This design comes from an exercise in tuning for small area, a short achievable clock period and few clock cycles per item on the open sky130 flow, not from production work. Only simulation tests tie the RTL to the original design; equivalence was not proved.

Design triangle_tangent_calc_unit, start of the top module:
module triangle_tangent_calc_unit (
   input  wire logic                              clock,
   input  wire logic                              reset,
   input  wire logic                              req_valid,
   output logic                                   req_stall,
   input  wire logic signed [ttc_pkg::POS_W-1:0]  req_pos_x,
   input  wire logic signed [ttc_pkg::POS_W-1:0]  req_pos_y,
   input  wire logic signed [ttc_pkg::POS_W-1:0]  req_pos_z,
   input  wire logic signed [ttc_pkg::UV_W-1:0]   req_tex_u,
   input  wire logic signed [ttc_pkg::UV_W-1:0]   req_tex_v,
   output logic                                   rsp_valid,
   input  wire logic                              rsp_stall,
   output logic signed [ttc_pkg::POS_W-1:0]       rsp_tangent_x,
   output logic signed [ttc_pkg::POS_W-1:0]       rsp_tangent_y,
   output logic signed [ttc_pkg::POS_W-1:0]       rsp_tangent_z,
   output logic                                   rsp_degenerate,
   output logic                                   rsp_clipped
);
For scale: roughly 15000 cells after synthesis, about 2400 flip-flops, ~0.16 mm² of cells after synthesis.
==> flow/config.mk <==
export PLATFORM = sky130hd
export DESIGN_NAME = triangle_tangent_calc_unit
export DESIGN_NICKNAME = triangle_tangent_calc_unit
export VERILOG_FILES = /design/flow/design.v
export SDC_FILE = /design/flow/constraint.sdc
export NUM_CORES = 4
export LEC_CHECK = 0
export CAP_MARGIN = 20
export CELL_PAD_IN_SITES_DETAIL_PLACEMENT = 0
export CELL_PAD_IN_SITES_GLOBAL_PLACEMENT = 0
export CORE_MARGIN = 2
export CORE_UTILIZATION = 45
export PLACE_DENSITY = 0.6
export SETUP_SLACK_MARGIN = 5
export SLEW_MARGIN = 20
==> flow/constraint.sdc <==
create_clock -name core_clock -period 11.0 [get_ports {clock}]
set_input_delay 2.2000 -clock core_clock [delete_from_list [all_inputs] [get_ports {clock}]]
set_output_delay 2.2000 -clock core_clock [all_outputs]
set_load 0.01 [all_outputs]
run.sh (not shown) runs the stock make flow with config.mk's settings and CLKGATE_MAP_FILE= SYNTH_SCRIPT=/design/flow/synth_recipe.tcl, a recipe that flattens the netlist after the stock synthesis.
Testbench counts at the start, summed over its fixed seeds: cycles 4,792, items 512.
Rerun with:
CELL_PAD_IN_SITES_DETAIL_PLACEMENT = not set   (was 0)
CELL_PAD_IN_SITES_GLOBAL_PLACEMENT = not set   (was 0)
CORE_UTILIZATION = 35   (was 45)
PLACE_DENSITY = 0.5   (was 0.6)
Setup slack got worse by 0.073 ns.
Via count hardly moves.
Core utilization goes down by 11 points.
First-iteration DRC count goes down by 13%.
Sequential share of layout area goes down by 0.52 points.
Synthesized area is unchanged.
Final cell count goes up by 7.1%.
Critical path depth goes down by 8.


triangle_tangent_calc_unit, a different RTL version from the one above (not shown whole).
Size in the first run: about 16,000 cells after synthesis, about 2,500 flip-flops, about 250 I/O pins.
==> flow/config.mk <==
export PLATFORM = sky130hd
export DESIGN_NAME = triangle_tangent_calc_unit
export DESIGN_NICKNAME = triangle_tangent_calc_unit
export VERILOG_FILES = /design/flow/design.v
export SDC_FILE = /design/flow/constraint.sdc
export NUM_CORES = 4
export LEC_CHECK = 0
export CAP_MARGIN = 20
export CELL_PAD_IN_SITES_DETAIL_PLACEMENT = 0
export CELL_PAD_IN_SITES_GLOBAL_PLACEMENT = 0
export CORE_MARGIN = 2
export CORE_UTILIZATION = 55
export CTS_BUF_LIST = sky130_fd_sc_hd__clkbuf_8
export PLACE_DENSITY = 0.7
export SLEW_MARGIN = 20
==> flow/constraint.sdc <==
create_clock -name core_clock -period 11.0 [get_ports {clock}]
set_input_delay 2.2000 -clock core_clock [delete_from_list [all_inputs] [get_ports {clock}]]
set_output_delay 2.2000 -clock core_clock [all_outputs]
set_load 0.01 [all_outputs]
standard.sh (not shown) runs the stock make flow with config.mk's settings and CLKGATE_MAP_FILE= SYNTH_SCRIPT=/design/flow/synth_recipe.tcl, a recipe that flattens the netlist after the stock synthesis.
==> flow/flow/run.sh <==
#!/bin/bash
# The standard layout (the standard.sh, unchanged synthesis and steps), with timing
# repair aiming for 6 ns of setup slack at the design's 11 ns clock. make's full output
# goes to layout.log here; each ORFS step also keeps its own log under orfs/logs/.
set -euo pipefail
bash standard.sh SETUP_SLACK_MARGIN=6 finish > layout.log 2>&1
Testbench counts at the start, summed over its fixed seeds: cycles 4,536, items 512.
Change:
Settings changed: CORE_UTILIZATION 55 to 45, CTS_BUF_LIST sky130_fd_sc_hd__clkbuf_8 to unset, PLACE_DENSITY 0.7 to 0.6.
Outcome: Design area grows slightly. Via count goes down by a few percent. Clock skew decreases by 0.0055 ns. Non-clock buffer count grows by 19. Core utilization came out lower by 11 points. Flip-flop and latch count is unchanged.


Another version of the RTL of triangle_tangent_calc_unit (not shown whole).
For scale: roughly 14000 cells after synthesis, ~140000 µm² of cells after synthesis.
clock: 11.0 ns
lec_check: 0
abc_clock_period_in_ps: 5500
cap_margin: 20
core_margin: 2
core_utilization: 40
place_density: 0.55
setup_slack_margin: 5
slew_margin: 20
run.sh (not shown) runs the stock make flow with config.mk's settings and CLKGATE_MAP_FILE= SYNTH_SCRIPT=/design/flow/synth_recipe.tcl, a recipe that flattens the netlist after the stock synthesis.
Stock flow here: none of the scripts above is used.
Testbench counts at the start, summed over its fixed seeds: cycles 4,712, items 512.
Then changed:
--- a/flow/config.mk
+++ b/flow/config.mk
@@ -8 +8 @@
-export ABC_CLOCK_PERIOD_IN_PS = 5500
+export ABC_CLOCK_PERIOD_IN_PS = 6500
@@ -13 +13 @@
-export SETUP_SLACK_MARGIN = 5
+export SETUP_SLACK_MARGIN = 3.5
=>
- The changed run passed the timing, design-rule and antenna checks
- design area is lower by 6.0%
- via count is lower by about 3%
- setup slack is better by 0.0042 ns
- wire length is lower by about 5%
- critical path depth is higher by 1
- cell count is lower by about 2.1%
- sequential cell count stays the same


Setup of job 2330:
RTL: one of the versions met above, not the one the previous note started from.
Size: roughly 16,000 cells after synthesis, roughly 2,500 flip-flops, about 160,000 um2 of cells after synthesis.
==> flow/config.mk <==
export PLATFORM = sky130hd
export DESIGN_NAME = triangle_tangent_calc_unit
export DESIGN_NICKNAME = triangle_tangent_calc_unit
export VERILOG_FILES = /design/flow/design.v
export SDC_FILE = /design/flow/constraint.sdc
export NUM_CORES = 4
export LEC_CHECK = 0
export CAP_MARGIN = 20
export CELL_PAD_IN_SITES_DETAIL_PLACEMENT = 0
export CELL_PAD_IN_SITES_GLOBAL_PLACEMENT = 0
export CORE_MARGIN = 2
export CORE_UTILIZATION = 45
export CTS_BUF_LIST = sky130_fd_sc_hd__clkbuf_8
export PLACE_DENSITY = 0.6
export SLEW_MARGIN = 20
==> flow/constraint.sdc <==
create_clock -name core_clock -period 11.0 [get_ports {clock}]
set_input_delay 2.2000 -clock core_clock [delete_from_list [all_inputs] [get_ports {clock}]]
set_output_delay 2.2000 -clock core_clock [all_outputs]
set_load 0.01 [all_outputs]
standard.sh (not shown) runs the stock make flow with config.mk's settings and CLKGATE_MAP_FILE= SYNTH_SCRIPT=/design/flow/synth_recipe.tcl, a recipe that flattens the netlist after the stock synthesis.
==> flow/flow/run.sh <==
#!/bin/bash
# The standard layout (the standard.sh, unchanged synthesis and steps), with timing
# repair aiming for 6.25 ns of setup slack at the design's 11 ns clock. make's full output
# goes to layout.log here; each ORFS step also keeps its own log under orfs/logs/.
set -euo pipefail
bash standard.sh SETUP_SLACK_MARGIN=6.25 finish > layout.log 2>&1
The final layout from job 2330, which completed every stage, passed the timing, design-rule and antenna checks at the end of the flow.
Testbench counts of job 2330, summed over its fixed seeds: cycles 4,536, items 512.
Modified inputs, job 8430 compared to job 2330
==> flow/flow/run.sh <==
#!/bin/bash
# The standard layout (the standard.sh, unchanged synthesis and steps), with timing
# repair aiming for 6 ns of setup slack at the design's 11 ns clock. make's full output
# goes to layout.log here; each ORFS step also keeps its own log under orfs/logs/.
set -euo pipefail
bash standard.sh SETUP_SLACK_MARGIN=6 finish > layout.log 2>&1
--- a/flow/config.mk
+++ b/flow/config.mk
@@ -10,6 +10,7 @@
 export CELL_PAD_IN_SITES_GLOBAL_PLACEMENT = 0
 export CORE_MARGIN = 2
-export CORE_UTILIZATION = 45
+export CORE_UTILIZATION = 50
 export CTS_BUF_LIST = sky130_fd_sc_hd__clkbuf_8
-export PLACE_DENSITY = 0.6
+export PLACE_DENSITY = 0.65
 export SLEW_MARGIN = 20
+export TNS_END_PERCENT = 100
### Flow results
Changes observed in job 8430 relative to job 2330: setup slack after layout higher. Comparing job 2330 and job 8430, the higher instance count after placement with tap cells included is on job 2330. Job 8430 against job 2330: smallest hold slack lower, die area moved down. Job 8430 gives less final instance count without filler cells than job 2330 did. Of the two values seen for launch point of the critical path, u_back.f2_ax_ff[0] was produced by job 2330 and u_back.g_lane[0].u_lane.done_ff by job 8430. Job 2330 → job 8430: minimum clock period fell 0.10 ns; buffers inserted during post-CTS setup optimization lost 65%; sequential share of layout area higher.
The following lists how job 8202 was set up differently from job 8430:
--- a/flow/config.mk
+++ b/flow/config.mk
@@ -10,7 +10,6 @@
 export CELL_PAD_IN_SITES_GLOBAL_PLACEMENT = 0
 export CORE_MARGIN = 2
-export CORE_UTILIZATION = 50
+export CORE_UTILIZATION = 60
 export CTS_BUF_LIST = sky130_fd_sc_hd__clkbuf_8
-export PLACE_DENSITY = 0.65
+export PLACE_DENSITY = 0.75
 export SLEW_MARGIN = 20
-export TNS_END_PERCENT = 100
Results
- Job 8202: done, clean on timing, DRC and antenna
- u_back.g_lane[0].u_lane.done_ff as the startpoint of the worst setup timing path was reported by job 8430, and u_mul.s_ff[12] by job 8202.
- On number of cell instances on the worst register-to-register path, the higher figure sits with job 8430, not job 8202.
- Compared with job 8430, in job 8202 worst slack at placement saw an increase, horizontal extent of the die saw a decrease.
- Per the comparison of job 8202 with job 8430, routed wire length saw a decrease; fmax saw a decrease; met1 global-route usage saw an increase.
- From job 8430 to job 8202 the numbers moved as follows: ratio of final minimum period to clock period grew by 0.93 points, sequential share of layout area did not really move.
What job 804 does differently from job 8202 at the input level:
==> flow/flow/run.sh <==
#!/bin/bash
# The standard layout (the standard.sh, unchanged synthesis and steps), with timing
# repair aiming for 5.75 ns of setup slack at the design's 11 ns clock. make's full output
# goes to layout.log here; each ORFS step also keeps its own log under orfs/logs/.
set -euo pipefail
bash standard.sh SETUP_SLACK_MARGIN=5.75 finish > layout.log 2>&1
--- a/flow/config.mk
+++ b/flow/config.mk
@@ -10,6 +10,6 @@
 export CELL_PAD_IN_SITES_GLOBAL_PLACEMENT = 0
 export CORE_MARGIN = 2
-export CORE_UTILIZATION = 60
+export CORE_UTILIZATION = 45
 export CTS_BUF_LIST = sky130_fd_sc_hd__clkbuf_8
-export PLACE_DENSITY = 0.75
+export PLACE_DENSITY = 0.6
 export SLEW_MARGIN = 20
--- outcome ---
- Going from job 8202 to job 804, estimated wirelength of the detail-placed design rose by about 3.7%; clock buffer instance count of the final layout increased by about 3.4% relative to the old numbers.
- The run showing the greater pin count of the biggest net entering global routing is job 8202.
- The layout sequential cell count on job 8202 is in line with that on job 804.
- Per the comparison of job 804 with job 8202, non-clock buffer count fell 21%.

separate check: timing with driven ports:
Ports are ideal in the flow. The routed layouts listed here were re-timed in OpenROAD. Step 1 (the two cells are an assumption about what drives the block):
set clk [get_ports {clock}]
set_driving_cell -lib_cell sky130_fd_sc_hd__clkbuf_16 $clk
set_driving_cell -lib_cell sky130_fd_sc_hd__buf_2 [delete_from_list [all_inputs] $clk]
Step 2 times the ports against the registers' clock, not the clock port: input delays grow and output delays shrink by t, the midpoint of the rising clock arrivals with the driver on. a / b / c = ideal ports / drivers / drivers and shift; a / b = the first two.
| run | t (ns) | slack for setup (ns) | hold slack, ns | worst setup path at the end |
|---|---|---|---|---|
| the first run of note 1 | 1.020 | 5.235 / 5.235 / 4.558 | 0.425 / 0.425 / 0.425 | input to register |
| the second run of note 1 | 1.077 | 5.161 / 5.161 / 4.333 | 0.483 / 0.483 / 0.483 | input to register |
| the first run of note 2 | 1.209 | 6.043 / 6.043 / 4.968 | 0.414 / 0.414 / 0.414 | input to register |
| the second run of note 2 | 1.026 | 6.046 / 6.046 / 5.160 | 0.406 / 0.406 / 0.406 | input to register |
| the first run of note 3 | 0.981 | 2.624 / 2.624 / 2.624 | 0.495 / 0.495 / 0.495 | register to register |
| the second run of note 3 | 0.976 | 2.628 / 2.628 / 2.628 | 0.483 / 0.483 / 0.483 | register to register |
| job 2330 | 1.204 | 5.964 / 5.964 / 5.175 | 0.400 / 0.400 / 0.400 | input to register |
| job 8430 | 1.204 | 6.065 / 6.065 / 4.979 | 0.355 / 0.355 / 0.355 | input to register |
| job 8202 | 1.230 | 5.963 / 5.963 / 4.970 | 0.394 / 0.394 / 0.394 | input to register |
| job 804 | 1.208 | 5.753 / 5.753 / 4.712 | 0.397 / 0.397 / 0.397 | input to register |
After both steps every run listed still meets setup and hold. For job 8430, which loses most, drivers alone change the setup slack by 0.000 ns; drivers and shift together by -1.086 ns.
